From an optimization exercise on the open Yosys and OpenROAD flow, aimed at small area, a short achievable clock period and few clock cycles; shortcuts taken in it are not production practice. The RTL was checked by simulation tests, not by an equivalence proof against the original design. Power figures rest on the tool's default switching activity, not on a simulated workload.

Design note_ring_led_pulse_encoder, start of the top module:
module note_ring_led_pulse_encoder (
  input  logic        clk,
  input  logic        rst_n,
  input  logic        in_valid,
  output logic        in_ready,
  input  logic [3:0]  note_first,
  input  logic [3:0]  note_second,
  input  logic [3:0]  note_third,
  input  logic [3:0]  note_fourth,
  output logic        out_valid,
  input  logic        out_ready,
  output logic [3:0]  out_led_index,
  output logic [1:0]  out_color_channel,
  output logic [6:0]  out_level,
  output logic [31:0] out_pulse_pattern,
  output logic        out_last,
  input  logic        cfg_we,
  input  logic [6:0]  cfg_wdata
);
  localparam logic [6:0] BRIGHT_MAX   = 7'd100;
  localparam logic [6:0] BRIGHT_RESET = 7'd10;
  logic [6:0]  bright_r;
  logic [15:0] slots;
  logic [1:0]  nm1;
  logic        load;
  always_ff @(posedge clk) begin
    if (!rst_n) begin
      bright_r <= BRIGHT_RESET;
    end else if (cfg_we) begin
      bright_r <= (cfg_wdata > BRIGHT_MAX) ? BRIGHT_MAX : cfg_wdata;
    end
  end
  assign load = rst_n && in_valid && in_ready;
  nrle_merge u_merge (
    .codes ({note_fourth, note_third, note_second, note_first}),
    .slots (slots),
    .nm1   (nm1)
  );
  nrle_emit u_emit (
    .clk               (clk),
    .rst_n             (rst_n),
    .ready             (in_ready),
    .load              (load),
    .slots_in          (slots),
    .nm1_in            (nm1),
    .bright_in         (bright_r),
    .res_ready         (out_ready),
    .res_valid         (out_valid),
    .res_led_index     (out_led_index),
    .res_color_channel (out_color_channel),
    .res_level         (out_level),
    .res_last          (out_last)
  );
  ...
Size: roughly 100 flip-flops, about 0.0068 mm² of cells after synthesis.
==> flow/config.mk <==
export PLATFORM = sky130hd
export DESIGN_NAME = note_ring_led_pulse_encoder
export DESIGN_NICKNAME = note_ring_led_pulse_encoder
export VERILOG_FILES = /design/flow/design.v
export SDC_FILE = /design/flow/constraint.sdc
export NUM_CORES = 4
export LEC_CHECK = 0
export CAP_MARGIN = 20
export CORE_MARGIN = 2
export CORE_UTILIZATION = 40
export CTS_BUF_LIST = sky130_fd_sc_hd__clkbuf_4 sky130_fd_sc_hd__clkbuf_8
export SETUP_SLACK_MARGIN = 4.0
export SLEW_MARGIN = 20
==> flow/constraint.sdc <==
create_clock -name core_clock -period 7.5 [get_ports {clk}]
set_input_delay 1.5000 -clock core_clock [delete_from_list [all_inputs] [get_ports {clk}]]
set_output_delay 1.5000 -clock core_clock [all_outputs]
set_load 0.01 [all_outputs]
standard.sh (not shown) runs the stock make flow with config.mk's settings and CLKGATE_MAP_FILE= SYNTH_SCRIPT=/design/flow/synth_recipe.tcl, a recipe that flattens the netlist after the stock synthesis.
==> flow/flow/run.sh <==
#!/bin/bash
# The standard layout, with plain buf_1 cells as the port buffers (ORFS's
# buffer_ports otherwise picks clkdlybuf4s50_1 delay cells).
set -e
export BUFFER_PORTS_ARGS="-buffer_cell sky130_fd_sc_hd__buf_1"
bash standard.sh > standard.log 2>&1
Testbench counts at the start, summed over its fixed seeds: cycles 13,848.
Change:
- ABC_AREA: default -> 1
- CTS_BUF_LIST: sky130_fd_sc_hd__clkbuf_4 sky130_fd_sc_hd__clkbuf_8 -> sky130_fd_sc_hd__clkbuf_8
- SETUP_SLACK_MARGIN: 4.0 -> 4.2
Die area grows by 0.83%.
Final cell count rises by 17%.
Synthesized cell count rose by 21%.
Worst setup slack gets better by 190 ps.


The RTL this note starts from:
==> flow/design.v <==
module nrle_kpal (
  input  logic [3:0]  code,
  input  logic [1:0]  ch,
  output logic [12:0] k,
  output logic [14:0] k3
);
  logic [27:0] kk;
  always_comb begin
    case ({code, ch})
      {4'd1, 2'd1}: kk = {15'd12300, 13'd4100};   
      {4'd2, 2'd0}: kk = {15'd1236, 13'd412};   
      {4'd2, 2'd1}: kk = {15'd11064, 13'd3688};   
      {4'd3, 2'd0}: kk = {15'd3696, 13'd1232};   
      {4'd3, 2'd1}: kk = {15'd8604, 13'd2868};   
      {4'd4, 2'd0}: kk = {15'd3084, 13'd1028};   
      {4'd4, 2'd1}: kk = {15'd7989, 13'd2663};   
      {4'd4, 2'd2}: kk = {15'd1236, 13'd412};   
      {4'd5, 2'd0}: kk = {15'd4059, 13'd1353};   
      {4'd5, 2'd1}: kk = {15'd4059, 13'd1353};   
      {4'd5, 2'd2}: kk = {15'd4059, 13'd1353};   
      {4'd6, 2'd0}: kk = {15'd12300, 13'd4100};   
      {4'd7, 2'd0}: kk = {15'd9840, 13'd3280};   
      {4'd7, 2'd1}: kk = {15'd1845, 13'd615};   
      {4'd7, 2'd2}: kk = {15'd1845, 13'd615};   
      {4'd8, 2'd0}: kk = {15'd5778, 13'd1926};   
      {4'd8, 2'd1}: kk = {15'd987, 13'd329};   
      {4'd8, 2'd2}: kk = {15'd5409, 13'd1803};   
      {4'd9, 2'd0}: kk = {15'd987, 13'd329};   
      {4'd9, 2'd1}: kk = {15'd861, 13'd287};   
      {4'd9, 2'd2}: kk = {15'd10449, 13'd3483};   
      {4'd10, 2'd2}: kk = {15'd12300, 13'd4100};   
      {4'd11, 2'd1}: kk = {15'd6156, 13'd2052};   
      {4'd11, 2'd2}: kk = {15'd6156, 13'd2052};   
      {4'd12, 2'd1}: kk = {15'd10449, 13'd3483};   
      {4'd12, 2'd2}: kk = {15'd1845, 13'd615};   
      default:       kk = {15'd12, 13'd4};   
    endcase
  end
  assign k  = kk[12:0];
  assign k3 = kk[27:13];
endmodule
module nrle_bdig (
  input  logic [6:0]       bright,
  output logic [2:0][4:0]  sel
);
  logic [9:0] bx;
  assign bx = {2'b00, bright, 1'b0};
  always_comb begin
    for (int i = 0; i < 3; i++) begin
      logic [3:0] d;
      d = bx[3*i +: 4];
      sel[i][4] = d[3] && !(d[2] && d[1] && d[0]);
      sel[i][0] = (d == 4'd1) || (d == 4'd2) || (d == 4'd13) || (d == 4'd14);
      sel[i][1] = (d == 4'd3) || (d == 4'd4) || (d == 4'd11) || (d == 4'd12);
      sel[i][2] = (d == 4'd5) || (d == 4'd6) || (d == 4'd9)  || (d == 4'd10);
      sel[i][3] = (d == 4'd7) || (d == 4'd8);
    end
  end
endmodule
module nrle_lane (
  input  logic [12:0]      k,
  input  logic [14:0]      k3,
  input  logic [2:0][4:0]  sel,
  output logic [6:0]       level
);
  localparam logic [20:0] KEEP = ~21'd31;
  logic [20:0] q;
  always_comb begin
    q = '0;
    for (int i = 0; i < 3; i++) begin
      logic [15:0] m;
      logic        neg;
      logic [20:0] r;
      neg = sel[i][4];
      m   = ({16{sel[i][0]}} & {3'b000, k})       | ({16{sel[i][1]}} & {2'b00, k, 1'b0}) |
            ({16{sel[i][2]}} & {1'b0, k3})        | ({16{sel[i][3]}} & {1'b0, k, 2'b00});
      r   = {{5{neg}}, m ^ {16{neg}}};
      q   = q + ((r << (3*i)) & KEEP) + ((21'(neg) << (3*i)) & KEEP);
    end
  end
  assign level = q[18:12];
endmodule
module nrle_merge (
  input  logic [15:0] codes,    
  output logic [15:0] slots,
  output logic [1:0]  nm1
);
  logic [3:0] act;
  logic [1:0] pos [4];    
  always_comb begin
    for (int i = 0; i < 4; i++) begin
      act[i] = (codes[4*i +: 4] != 4'd0) && (codes[4*i +: 4] <= 4'd12);
    end
    pos[0] = 2'd0;
    pos[1] = {1'b0, act[0]};
    pos[2] = {act[0] && act[1], act[0] ^ act[1]};
    pos[3] = 2'(act[0]) + 2'(act[1]) + 2'(act[2]);
    slots = '0;
    for (int i = 0; i < 4; i++) begin
      for (int j = 0; j <= i; j++) begin
        slots[4*j +: 4] = slots[4*j +: 4] |
                          ({4{act[i] && pos[i] == 2'(j)}} & codes[4*i +: 4]);
      end
    end
    nm1 = (act == 4'd0) ? 2'd0 : 2'(2'(act[0]) + 2'(act[1]) + 2'(act[2]) + 2'(act[3]) - 2'd1);
  end
endmodule
module nrle_emit (
  input  logic        clk,
  input  logic        rst_n,
  output logic        ready,      
  input  logic        load,       
  input  logic [15:0] slots_in,
  input  logic [1:0]  nm1_in,
  input  logic [6:0]  bright_in,
  input  logic        res_ready,
  output logic        res_valid,
  output logic [3:0]  res_led_index,
  output logic [1:0]  res_color_channel,
  output logic [6:0]  res_level,
  output logic        res_last
);
  logic        fresh_r;
  logic [15:0] q_r;
  logic [1:0]  nm1q_r;
  logic [6:0]  brq_r;
  logic        busy_r;
  logic [12:0] k_r;
  logic [14:0] k3_r;
  logic [2:0][4:0] sel_r;
  logic [3:0]  code_r;
  logic [1:0]  nm1_r;
  logic        vld_r;
  logic [3:0]  ri_r;
  logic [1:0]  rc_r;
  logic [6:0]  rl_r;
  logic        adv, w_last, w_lastseg, seg_end, start, step, take;
  logic [3:0]  w_led;
  logic [1:0]  w_ch, ch_nxt;
  logic [3:0]  code_nxt;
  logic [12:0] k_nxt;
  logic [14:0] k3_nxt;
  logic [2:0][4:0] sel_nxt;
  logic [6:0]  level;
  always_comb begin
    if (!vld_r || (ri_r == 4'd11 && rc_r == 2'd2)) begin
      w_led = 4'd0;
      w_ch  = 2'd0;
    end else if (rc_r == 2'd2) begin
      w_led = ri_r + 4'd1;
      w_ch  = 2'd0;
    end else begin
      w_led = ri_r;
      w_ch  = rc_r + 2'd1;
    end
  end
  assign w_last = (w_led == 4'd11) && (w_ch == 2'd2);
  always_comb begin
    case (nm1_r)
      2'd0: begin
        seg_end   = 1'b0;
        w_lastseg = 1'b1;
      end
      2'd1: begin
        seg_end   = (w_led == 4'd5);
        w_lastseg = (w_led >= 4'd6);
      end
      2'd2: begin
        seg_end   = (w_led == 4'd3) || (w_led == 4'd7);
        w_lastseg = (w_led >= 4'd8);
      end
      default: begin
        seg_end   = (w_led == 4'd2) || (w_led == 4'd5) || (w_led == 4'd8);
        w_lastseg = (w_led >= 4'd9);
      end
    endcase
  end
  assign ready = !fresh_r && (!busy_r || w_lastseg);
  assign start    = fresh_r && (!busy_r || w_last);
  assign step     = busy_r && !w_last && (w_ch == 2'd2) && seg_end;
  assign take     = start || step;
  assign ch_nxt   = (start || w_ch == 2'd2) ? 2'd0 : w_ch + 2'd1;
  assign code_nxt = take ? q_r[3:0] : code_r;
  nrle_kpal u_kpal (
    .code (code_nxt),
    .ch   (ch_nxt),
    .k    (k_nxt),
    .k3   (k3_nxt)
  );
  nrle_bdig u_bdig (
    .bright (brq_r),
    .sel    (sel_nxt)
  );
  nrle_lane u_lane (
    .k     (k_r),
    .k3    (k3_r),
    .sel   (sel_r),
    .level (level)
  );
  assign adv = !vld_r || res_ready;
  always_ff @(posedge clk) begin
    if (!rst_n) begin
      fresh_r <= 1'b0;
      busy_r  <= 1'b0;
      vld_r   <= 1'b0;
    end else begin
      if (load) begin
        fresh_r <= 1'b1;
      end else if (adv && start) begin
        fresh_r <= 1'b0;
      end
      if (adv) begin
        busy_r <= (busy_r && !w_last) || fresh_r;
        vld_r  <= busy_r;
      end
    end
  end
  always_ff @(posedge clk) begin
    if (load) begin
      q_r    <= slots_in;
      nm1q_r <= nm1_in;
      brq_r  <= bright_in;
    end else if (adv && take) begin
      q_r <= {4'd0, q_r[15:4]};
    end
    if (adv && (start || (busy_r && !w_last))) begin
      k_r    <= k_nxt;
      k3_r   <= k3_nxt;
      code_r <= code_nxt;
    end
    if (adv && start) begin
      sel_r <= sel_nxt;
      nm1_r <= nm1q_r;
    end
    if (adv && busy_r) begin
      ri_r <= w_led;
      rc_r <= w_ch;
      rl_r <= level;
    end
  end
  assign res_valid         = vld_r;
  assign res_led_index     = ri_r;
  assign res_color_channel = rc_r;
  assign res_level         = rl_r;
  assign res_last          = (ri_r == 4'd11) && (rc_r == 2'd2);
endmodule
module note_ring_led_pulse_encoder (
  input  logic        clk,
  input  logic        rst_n,
  input  logic        in_valid,
  output logic        in_ready,
  input  logic [3:0]  note_first,
  input  logic [3:0]  note_second,
  input  logic [3:0]  note_third,
  input  logic [3:0]  note_fourth,
  output logic        out_valid,
  input  logic        out_ready,
  output logic [3:0]  out_led_index,
  output logic [1:0]  out_color_channel,
  output logic [6:0]  out_level,
  output logic [31:0] out_pulse_pattern,
  output logic        out_last,
  input  logic        cfg_we,
  input  logic [6:0]  cfg_wdata
);
  localparam logic [6:0] BRIGHT_MAX   = 7'd100;
  localparam logic [6:0] BRIGHT_RESET = 7'd10;
  logic [6:0]  bright_r;
  logic [15:0] slots;
  logic [1:0]  nm1;
  logic        load;
  always_ff @(posedge clk) begin
    if (!rst_n) begin
      bright_r <= BRIGHT_RESET;
    end else if (cfg_we) begin
      bright_r <= (cfg_wdata > BRIGHT_MAX) ? BRIGHT_MAX : cfg_wdata;
    end
  end
  assign load = rst_n && in_valid && in_ready;
  nrle_merge u_merge (
    .codes ({note_fourth, note_third, note_second, note_first}),
    .slots (slots),
    .nm1   (nm1)
  );
  nrle_emit u_emit (
    .clk               (clk),
    .rst_n             (rst_n),
    .ready             (in_ready),
    .load              (load),
    .slots_in          (slots),
    .nm1_in            (nm1),
    .bright_in         (bright_r),
    .res_ready         (out_ready),
    .res_valid         (out_valid),
    .res_led_index     (out_led_index),
    .res_color_channel (out_color_channel),
    .res_level         (out_level),
    .res_last          (out_last)
  );
  for (genvar k = 0; k < 8; k++) begin : g_pulse
    assign out_pulse_pattern[4*k +: 4] = {1'b1, (k < 7) ? out_level[k] : 1'b0, 2'b00};
  end
endmodule
Settings: LEC_CHECK=0, CAP_MARGIN=20, CORE_MARGIN=2, CORE_UTILIZATION=40, SETUP_SLACK_MARGIN=4.0, SLEW_MARGIN=20; clock period 7.5 ns.
run.sh (not shown) runs the stock make flow with config.mk's settings and CLKGATE_MAP_FILE= SYNTH_SCRIPT=/design/flow/synth_recipe.tcl, a recipe that flattens the netlist after the stock synthesis.
Stock flow here: none of the scripts above is used.
Testbench counts at the start, summed over its fixed seeds: cycles 13,848.
==> next run, changes <==
Settings changed: SETUP_SLACK_MARGIN 4.0 to unset.
Area after synthesis does not change.
Via count is lower by 9.5%.
Total power is lower by 11%.
Worst setup slack loses 0.62 ns.
Routed wire length goes down by 11%.
Critical path depth drops by 7.
Design area shrinks by 12%.
Global-route usage goes down by 0.93 points.
Core utilization came out lower by 6.0 points.
Cell count goes down by 6.3%.
Synthesized cell count is unchanged.

## re-timing with driven ports
How much do the figures lean on ideal ports? The routed layouts below were timed once more, with nothing changed but the port constraints. Step 1 sets driving cells, clkbuf_16 on the clock port and buf_2 on the other inputs (assumed; they add their load-dependent delay and slew). Step 2, shift: input delay + t, output delay - t, t = (earliest + latest rising clock arrival at the registers) / 2. This alone moves slack from input paths to output paths. Three values: ideal, step 1, step 2; two values: the first two.
run	t (ns)	setup slack, ns	pins driven straight from the clock port
the first run of note 1	0.410	4.099 / 4.099 / 3.907	1
the second run of note 1	0.399	4.288 / 4.288 / 4.248	1
the first run of note 2	0.379	3.740 / 3.734 / 3.740	1
the second run of note 2	0.386	3.123 / 3.077 / 3.165	1
After both steps setup and hold are still met in every run listed. The setup slack of the first run of note 1, which loses most, moves by 0.000 ns with the drivers and by -0.192 ns with both steps.
